What follows belongs to an exercise in optimizing a design on an open flow for small area and few clock cycles; a production flow would make more cautious choices. No activity file was given, so power comes from the tool's default toggle rates.

## window_mismatch_histogram
module window_mismatch_histogram #(
    parameter int WINDOW_MAX  = DEF_WINDOW_MAX,
    parameter int COUNT_WIDTH = DEF_COUNT_WIDTH
) (
    input  logic                  i_clk,
    input  logic                  i_rst_n,
    input  logic                  i_cfg_valid,
    output logic                  o_cfg_ready,
    input  logic [CFG_IDX_W-1:0]  i_cfg_index,
    input  logic [CFG_DATA_W-1:0] i_cfg_data,
    input  logic                  i_in_valid,
    output logic                  o_in_ready,
    input  logic [BYTE_W-1:0]     i_in_base,
    input  logic                  i_in_last,
    output logic                  o_out_valid,
    input  logic                  i_out_ready,
    output logic [OUT_W-1:0]      o_out_exact_hits,
    output logic [OUT_W-1:0]      o_out_one_mismatch_hits,
    output logic [OUT_W-1:0]      o_out_two_mismatch_hits,
    output logic [OUT_W-1:0]      o_out_three_mismatch_hits,
    output logic [OUT_W-1:0]      o_out_four_mismatch_hits,
    output logic [OUT_W-1:0]      o_out_five_mismatch_hits
);
For scale: roughly 1600 cells after synthesis, ~450 flip-flops.
==> module wmh_hist, before the edit <==
module wmh_hist #(
    parameter int COUNT_WIDTH = DEF_COUNT_WIDTH
) (
    input  logic                             i_clk,
    input  logic                             i_clear,   
    input  logic [BINS-1:0]                  i_hit,     
    output logic [BINS-1:0][COUNT_WIDTH-1:0] o_cnt
);
    logic [BINS-1:0][COUNT_WIDTH-1:0] r_cnt;
    logic [BINS-1:0][COUNT_WIDTH:0]   carry;    
    logic [BINS-1:0][COUNT_WIDTH-1:0] n_cnt;
    always_comb begin
        for (int k = 0; k < BINS; k++) begin
            carry[k][0] = i_hit[k] & ~(&r_cnt[k]);
            for (int i = 0; i < COUNT_WIDTH; i++) carry[k][i+1] = carry[k][i] & r_cnt[k][i];
            for (int i = 0; i < COUNT_WIDTH; i++)
                n_cnt[k][i] = r_cnt[k][i] ^ carry[k][i];
        end
    end
    always_ff @(posedge i_clk) begin
        for (int k = 0; k < BINS; k++) begin
            if (i_clear) r_cnt[k] <= COUNT_WIDTH'(i_hit[k]);
            else         r_cnt[k] <= n_cnt[k];
        end
    end
    assign o_cnt = r_cnt;
endmodule
clock: 7.0 ns
lec_check: 0
cap_margin: 20
core_margin: 2
core_utilization: 40
cts_buf_list: sky130_fd_sc_hd__clkbuf_4 sky130_fd_sc_hd__clkbuf_8
slew_margin: 20
run.sh (not shown) runs the stock make flow with config.mk's settings and CLKGATE_MAP_FILE= SYNTH_SCRIPT=/design/flow/synth_recipe.tcl, a recipe that flattens the netlist after the stock synthesis.
The baseline completed with no timing, DRC or antenna violations.
Rerun with:
--- a/flow/design.v
+++ b/flow/design.v
@@ -50,24 +50,33 @@
     assign o_mm_cnt = n_acc[i_last_idx];
 endmodule
 import wmh_pkg::*;
 module wmh_hist #(
-    parameter int COUNT_WIDTH = DEF_COUNT_WIDTH
+    parameter int COUNT_WIDTH = DEF_COUNT_WIDTH,
+    parameter int GROUP_W     = 4      
 ) (
     input  logic                             i_clk,
     input  logic                             i_clear,   
     input  logic [BINS-1:0]                  i_hit,     
     output logic [BINS-1:0][COUNT_WIDTH-1:0] o_cnt
 );
+    localparam int NGROUPS = COUNT_WIDTH / GROUP_W;
     logic [BINS-1:0][COUNT_WIDTH-1:0] r_cnt;
-    logic [BINS-1:0][COUNT_WIDTH:0]   carry;    
+    logic [BINS-1:0][COUNT_WIDTH-1:0] carry;
+    logic [BINS-1:0][NGROUPS:0]       ones;     
+    logic [BINS-1:0]                  inc;
     logic [BINS-1:0][COUNT_WIDTH-1:0] n_cnt;
     always_comb begin
         for (int k = 0; k < BINS; k++) begin
-            carry[k][0] = i_hit[k] & ~(&r_cnt[k]);
-            for (int i = 0; i < COUNT_WIDTH; i++) carry[k][i+1] = carry[k][i] & r_cnt[k][i];
-            for (int i = 0; i < COUNT_WIDTH; i++)
+            ones[k][0] = 1'b1;
+            for (int g = 0; g < NGROUPS; g++)
+                ones[k][g+1] = ones[k][g] & (&r_cnt[k][g*GROUP_W +: GROUP_W]);
+            inc[k] = i_hit[k] & ~ones[k][NGROUPS];
+            for (int i = 0; i < COUNT_WIDTH; i++) begin
+                if (i % GROUP_W == 0) carry[k][i] = inc[k] & ones[k][i / GROUP_W];
+                else                  carry[k][i] = carry[k][i-1] & r_cnt[k][i-1];
                 n_cnt[k][i] = r_cnt[k][i] ^ carry[k][i];
+            end
         end
     end
     always_ff @(posedge i_clk) begin
         for (int k = 0; k < BINS; k++) begin
Result:
- total power drops by 0.38%
- cell area fell by 3.5%
- first-iteration DRC count is higher by 0.54%
- clock power came out higher by about 2%
- critical path depth goes down by 10
- routed wire length rises by 4.5%
- combinational power fell by 9.1%
- setup slack improved by 1.0 ns
- via count goes up by 0.87%
- sequential cell count is unchanged
- non-clock buffer count went down by 97
- count of clock-buffer cells in the layout drops by 4
- area after synthesis is about the same
- maximum frequency grows by 18%
No run of this note included a check of the RTL's function; only the layout flow was run.

purple:
The RTL this note starts from:
==> flow/design.v <==
package wmh_pkg;
    localparam int DEF_WINDOW_MAX  = 32;
    localparam int DEF_COUNT_WIDTH = 16;
    localparam int BYTE_W      = 8;
    localparam int LEN_W       = 6;
    localparam int OUT_W       = 32;
    localparam int CFG_IDX_W   = 3;
    localparam int CFG_DATA_W  = 64;
    localparam int GUIDE_WORDS = 4;
    localparam int WORD_CHARS  = CFG_DATA_W / BYTE_W;
    localparam int GUIDE_CHARS = GUIDE_WORDS * WORD_CHARS;
    localparam int GIDX_W      = $clog2(GUIDE_CHARS);
    localparam int BINS        = 6;
    localparam int ACC_W       = 3;
    localparam logic [CFG_IDX_W-1:0] CFG_WIN_LEN   = CFG_IDX_W'(0);
endpackage
import wmh_pkg::*;
module wmh_match #(
    parameter int WINDOW_MAX = DEF_WINDOW_MAX
) (
    input  logic                              i_clk,
    input  logic                              i_en,
    input  logic [BYTE_W-1:0]                 i_base,
    input  logic [GUIDE_CHARS-1:0][BYTE_W-1:0] i_guide,
    input  logic [GIDX_W-1:0]                 i_last_idx,   
    output logic [ACC_W-1:0]                  o_mm_cnt
);
    logic [WINDOW_MAX-1:0]            mm;
    logic [WINDOW_MAX-1:0][ACC_W-1:0] n_acc;    
    logic [WINDOW_MAX-2:0][ACC_W-1:0] r_acc;
    always_comb begin
        logic inc;
        for (int k = 0; k < WINDOW_MAX; k++) mm[k] = (i_base != i_guide[k]);
        n_acc[0] = ACC_W'(mm[0]);
        for (int k = 1; k < WINDOW_MAX; k++) begin
            inc      = mm[k] & ~(&r_acc[k-1]);
            n_acc[k] = {r_acc[k-1][2] | (inc & r_acc[k-1][1] & r_acc[k-1][0]),
                        r_acc[k-1][1] ^ (inc & r_acc[k-1][0]),
                        r_acc[k-1][0] ^ inc};
        end
    end
    always_ff @(posedge i_clk) begin
        if (i_en) begin
            r_acc[0] <= {2'b00, n_acc[0][0]};
            r_acc[1] <= {1'b0, n_acc[1][1:0]};
            r_acc[2] <= {1'b0, n_acc[2][1:0]};
            for (int k = 3; k < WINDOW_MAX - 1; k++) r_acc[k] <= n_acc[k];
        end
    end
    assign o_mm_cnt = n_acc[i_last_idx];
endmodule
import wmh_pkg::*;
module wmh_hist #(
    parameter int COUNT_WIDTH = DEF_COUNT_WIDTH,
    parameter int GROUP_W     = 4      
) (
    input  logic                             i_clk,
    input  logic                             i_clear,   
    input  logic [BINS-1:0]                  i_hit,     
    output logic [BINS-1:0][COUNT_WIDTH-1:0] o_cnt
);
    localparam int NGROUPS = COUNT_WIDTH / GROUP_W;
    logic [BINS-1:0][COUNT_WIDTH-1:0] r_cnt;
    logic [BINS-1:0][COUNT_WIDTH-1:0] carry;
    logic [BINS-1:0][NGROUPS:0]       ones;     
    logic [BINS-1:0]                  inc;
    logic [BINS-1:0][COUNT_WIDTH-1:0] n_cnt;
    always_comb begin
        for (int k = 0; k < BINS; k++) begin
            ones[k][0] = 1'b1;
            for (int g = 0; g < NGROUPS; g++)
                ones[k][g+1] = ones[k][g] & (&r_cnt[k][g*GROUP_W +: GROUP_W]);
            inc[k] = i_hit[k] & ~ones[k][NGROUPS];
            for (int i = 0; i < COUNT_WIDTH; i++) begin
                if (i % GROUP_W == 0) carry[k][i] = inc[k] & ones[k][i / GROUP_W];
                else                  carry[k][i] = carry[k][i-1] & r_cnt[k][i-1];
                n_cnt[k][i] = r_cnt[k][i] ^ carry[k][i];
            end
        end
    end
    always_ff @(posedge i_clk) begin
        for (int k = 0; k < BINS; k++) begin
            if (i_clear) r_cnt[k] <= COUNT_WIDTH'(i_hit[k]);
            else         r_cnt[k] <= n_cnt[k];
        end
    end
    assign o_cnt = r_cnt;
endmodule
import wmh_pkg::*;
module window_mismatch_histogram #(
    parameter int WINDOW_MAX  = DEF_WINDOW_MAX,
    parameter int COUNT_WIDTH = DEF_COUNT_WIDTH
) (
    input  logic                  i_clk,
    input  logic                  i_rst_n,
    input  logic                  i_cfg_valid,
    output logic                  o_cfg_ready,
    input  logic [CFG_IDX_W-1:0]  i_cfg_index,
    input  logic [CFG_DATA_W-1:0] i_cfg_data,
    input  logic                  i_in_valid,
    output logic                  o_in_ready,
    input  logic [BYTE_W-1:0]     i_in_base,
    input  logic                  i_in_last,
    output logic                  o_out_valid,
    input  logic                  i_out_ready,
    output logic [OUT_W-1:0]      o_out_exact_hits,
    output logic [OUT_W-1:0]      o_out_one_mismatch_hits,
    output logic [OUT_W-1:0]      o_out_two_mismatch_hits,
    output logic [OUT_W-1:0]      o_out_three_mismatch_hits,
    output logic [OUT_W-1:0]      o_out_four_mismatch_hits,
    output logic [OUT_W-1:0]      o_out_five_mismatch_hits
);
    logic [GIDX_W-1:0]                  r_last_idx;
    logic [GUIDE_CHARS-1:0][BYTE_W-1:0] r_guide_n;    
    logic [GUIDE_CHARS-1:0][BYTE_W-1:0] guide;
    logic [LEN_W-1:0]                   cfg_len;
    logic [CFG_DATA_W-1:0]              guide_d;
    logic [GIDX_W-1:0] r_fill;
    logic                 r_out_valid;
    logic                 accept, take, win_en;
    logic [ACC_W-1:0]     mm_cnt;
    logic [BINS-1:0]      hit;
    logic [BINS-1:0][COUNT_WIDTH-1:0] cnt;
    assign o_cfg_ready = 1'b1;
    assign cfg_len     = i_cfg_data[LEN_W-1:0];
    assign guide_d     = ~(i_cfg_data & {CFG_DATA_W{i_rst_n}});
    assign guide       = ~r_guide_n;
    always_ff @(posedge i_clk) begin
        if (!i_rst_n) begin
            r_last_idx <= GIDX_W'(WINDOW_MAX - 1);
        end else if (i_cfg_valid && i_cfg_index == CFG_WIN_LEN) begin
            if (cfg_len == '0)       r_last_idx <= '0;
            else if (cfg_len[LEN_W-1]) r_last_idx <= GIDX_W'(WINDOW_MAX - 1);
            else                     r_last_idx <= GIDX_W'(cfg_len - LEN_W'(1));
        end
    end
    always_ff @(posedge i_clk) begin
        for (int w = 0; w < GUIDE_WORDS; w++) begin
            if (!i_rst_n || (i_cfg_valid && i_cfg_index == CFG_IDX_W'(w + 1))) begin
                for (int c = 0; c < WORD_CHARS; c++)
                    r_guide_n[w*WORD_CHARS + c] <= guide_d[c*BYTE_W +: BYTE_W];
            end
        end
    end
    assign take       = r_out_valid && i_out_ready;
    assign o_in_ready = !r_out_valid || i_out_ready;
    assign accept     = i_in_valid && o_in_ready && i_rst_n;
    always_ff @(posedge i_clk) begin
        if (!i_rst_n) begin
            r_fill <= '0;
        end else if (accept) begin
            r_fill <= i_in_last ? '0 : (&r_fill) ? r_fill : r_fill + GIDX_W'(1);
        end
    end
    assign win_en = (r_fill >= r_last_idx);
    wmh_match #(
        .WINDOW_MAX (WINDOW_MAX)
    ) u_match (
        .i_clk      (i_clk),
        .i_en       (accept),
        .i_base     (i_in_base),
        .i_guide    (guide),
        .i_last_idx (r_last_idx),
        .o_mm_cnt   (mm_cnt)
    );
    always_comb begin
        for (int k = 0; k < BINS; k++)
            hit[k] = accept && win_en && (mm_cnt == ACC_W'(k));
    end
    wmh_hist #(
        .COUNT_WIDTH (COUNT_WIDTH)
    ) u_hist (
        .i_clk   (i_clk),
        .i_clear (take || !i_rst_n),
        .i_hit   (hit),
        .o_cnt   (cnt)
    );
    always_ff @(posedge i_clk) begin
        if (!i_rst_n) begin
            r_out_valid <= 1'b0;
        end else if (accept && i_in_last) begin
            r_out_valid <= 1'b1;
        end else if (i_out_ready) begin
            r_out_valid <= 1'b0;
        end
    end
    assign o_out_valid               = r_out_valid;
    assign o_out_exact_hits          = OUT_W'(cnt[0]);
    assign o_out_one_mismatch_hits   = OUT_W'(cnt[1]);
    assign o_out_two_mismatch_hits   = OUT_W'(cnt[2]);
    assign o_out_three_mismatch_hits = OUT_W'(cnt[3]);
    assign o_out_four_mismatch_hits  = OUT_W'(cnt[4]);
    assign o_out_five_mismatch_hits  = OUT_W'(cnt[5]);
endmodule
clock: 7.0 ns
lec_check: 0
cap_margin: 20
core_margin: 2
core_utilization: 40
cts_buf_list: sky130_fd_sc_hd__clkbuf_8
cts_cluster_diameter: 60
cts_cluster_size: 40
slew_margin: 20
Input changes introduced in red (baseline for comparison: purple):
-- flow/design.v --
<<< purple, line 52
import wmh_pkg::*;
module wmh_hist #(
    parameter int COUNT_WIDTH = DEF_COUNT_WIDTH,
    parameter int GROUP_W     = 4      
) (
    input  logic                             i_clk,
>>> red, line 52
import wmh_pkg::*;
module wmh_hist #(
    parameter int COUNT_WIDTH = DEF_COUNT_WIDTH
) (
    input  logic                             i_clk,
<<< purple, line 60
    output logic [BINS-1:0][COUNT_WIDTH-1:0] o_cnt
);
    localparam int NGROUPS = COUNT_WIDTH / GROUP_W;
    logic [BINS-1:0][COUNT_WIDTH-1:0] r_cnt;
    logic [BINS-1:0][COUNT_WIDTH-1:0] carry;
    logic [BINS-1:0][NGROUPS:0]       ones;     
    logic [BINS-1:0]                  inc;
    logic [BINS-1:0][COUNT_WIDTH-1:0] n_cnt;
    always_comb begin
        for (int k = 0; k < BINS; k++) begin
            ones[k][0] = 1'b1;
            for (int g = 0; g < NGROUPS; g++)
                ones[k][g+1] = ones[k][g] & (&r_cnt[k][g*GROUP_W +: GROUP_W]);
            inc[k] = i_hit[k] & ~ones[k][NGROUPS];
            for (int i = 0; i < COUNT_WIDTH; i++) begin
                if (i % GROUP_W == 0) carry[k][i] = inc[k] & ones[k][i / GROUP_W];
                else                  carry[k][i] = carry[k][i-1] & r_cnt[k][i-1];
                n_cnt[k][i] = r_cnt[k][i] ^ carry[k][i];
            end
        end
    end
>>> red, line 59
    output logic [BINS-1:0][COUNT_WIDTH-1:0] o_cnt
);
    logic [BINS-1:0][COUNT_WIDTH-1:0] r_cnt;
    logic [BINS-1:0][COUNT_WIDTH:0]   carry;    
    logic [BINS-1:0][COUNT_WIDTH-1:0] n_cnt;
    always_comb begin
        for (int k = 0; k < BINS; k++) begin
            carry[k][0] = i_hit[k] & ~(&r_cnt[k]);
            for (int i = 0; i < COUNT_WIDTH; i++) carry[k][i+1] = carry[k][i] & r_cnt[k][i];
            for (int i = 0; i < COUNT_WIDTH; i++)
                n_cnt[k][i] = r_cnt[k][i] ^ carry[k][i];
        end
    end
--- outcome ---
Relative to purple, the worst hold slack of red is lower by 0.0089 ns.
The final reports for red and purple show fraction of area in multi-input gates lower in the former.
Any difference in die area between red and purple is small enough to ignore.
[red vs purple] power: higher in red
red vs purple on worst relative slew slack: red is the higher one.
Diff purple -> red: die span in y did not really move; synthesized cell count -2.2%; cell count moved up.
red against purple: power in the clock group closely matched the old numbers; detail-routed net length per standard cell decreased by 1.3 um relative to the old numbers; fmax decreased by 14% relative to the old numbers; mux share of post-synthesis cell area increased by 0.26 points relative to the old numbers.
Function was not checked in any run of this note: the RTL went through the layout flow alone.

[what the ideal ports hide]
How much do the figures lean on ideal ports? The routed layouts below were timed once more, with nothing changed but the port constraints. Step 1 sets driving cells, clkbuf_16 on the clock port and buf_2 on the other inputs (assumed; they add their load-dependent delay and slew). Step 2, shift: input delay + t, output delay - t, t = (earliest + latest rising clock arrival at the registers) / 2. This alone moves slack from input paths to output paths. Three values: ideal, step 1, step 2; two values: the first two.
run	t, ns	setup slack, ns	pins driven straight from the clock port
the first run of note 1	0.709	0.262 / 0.297 / -0.412	1
the second run of note 1	0.716	1.291 / 1.314 / 0.599	1
purple	0.663	1.243 / 1.264 / 0.601	1
red	0.683	0.269 / 0.303 / -0.380	1
Met with ideal ports but missed after step 2: setup timing in the first run of note 1 and red. The setup slack of the second run of note 1, which loses most, moves by +0.023 ns with the drivers and by -0.692 ns with both steps.
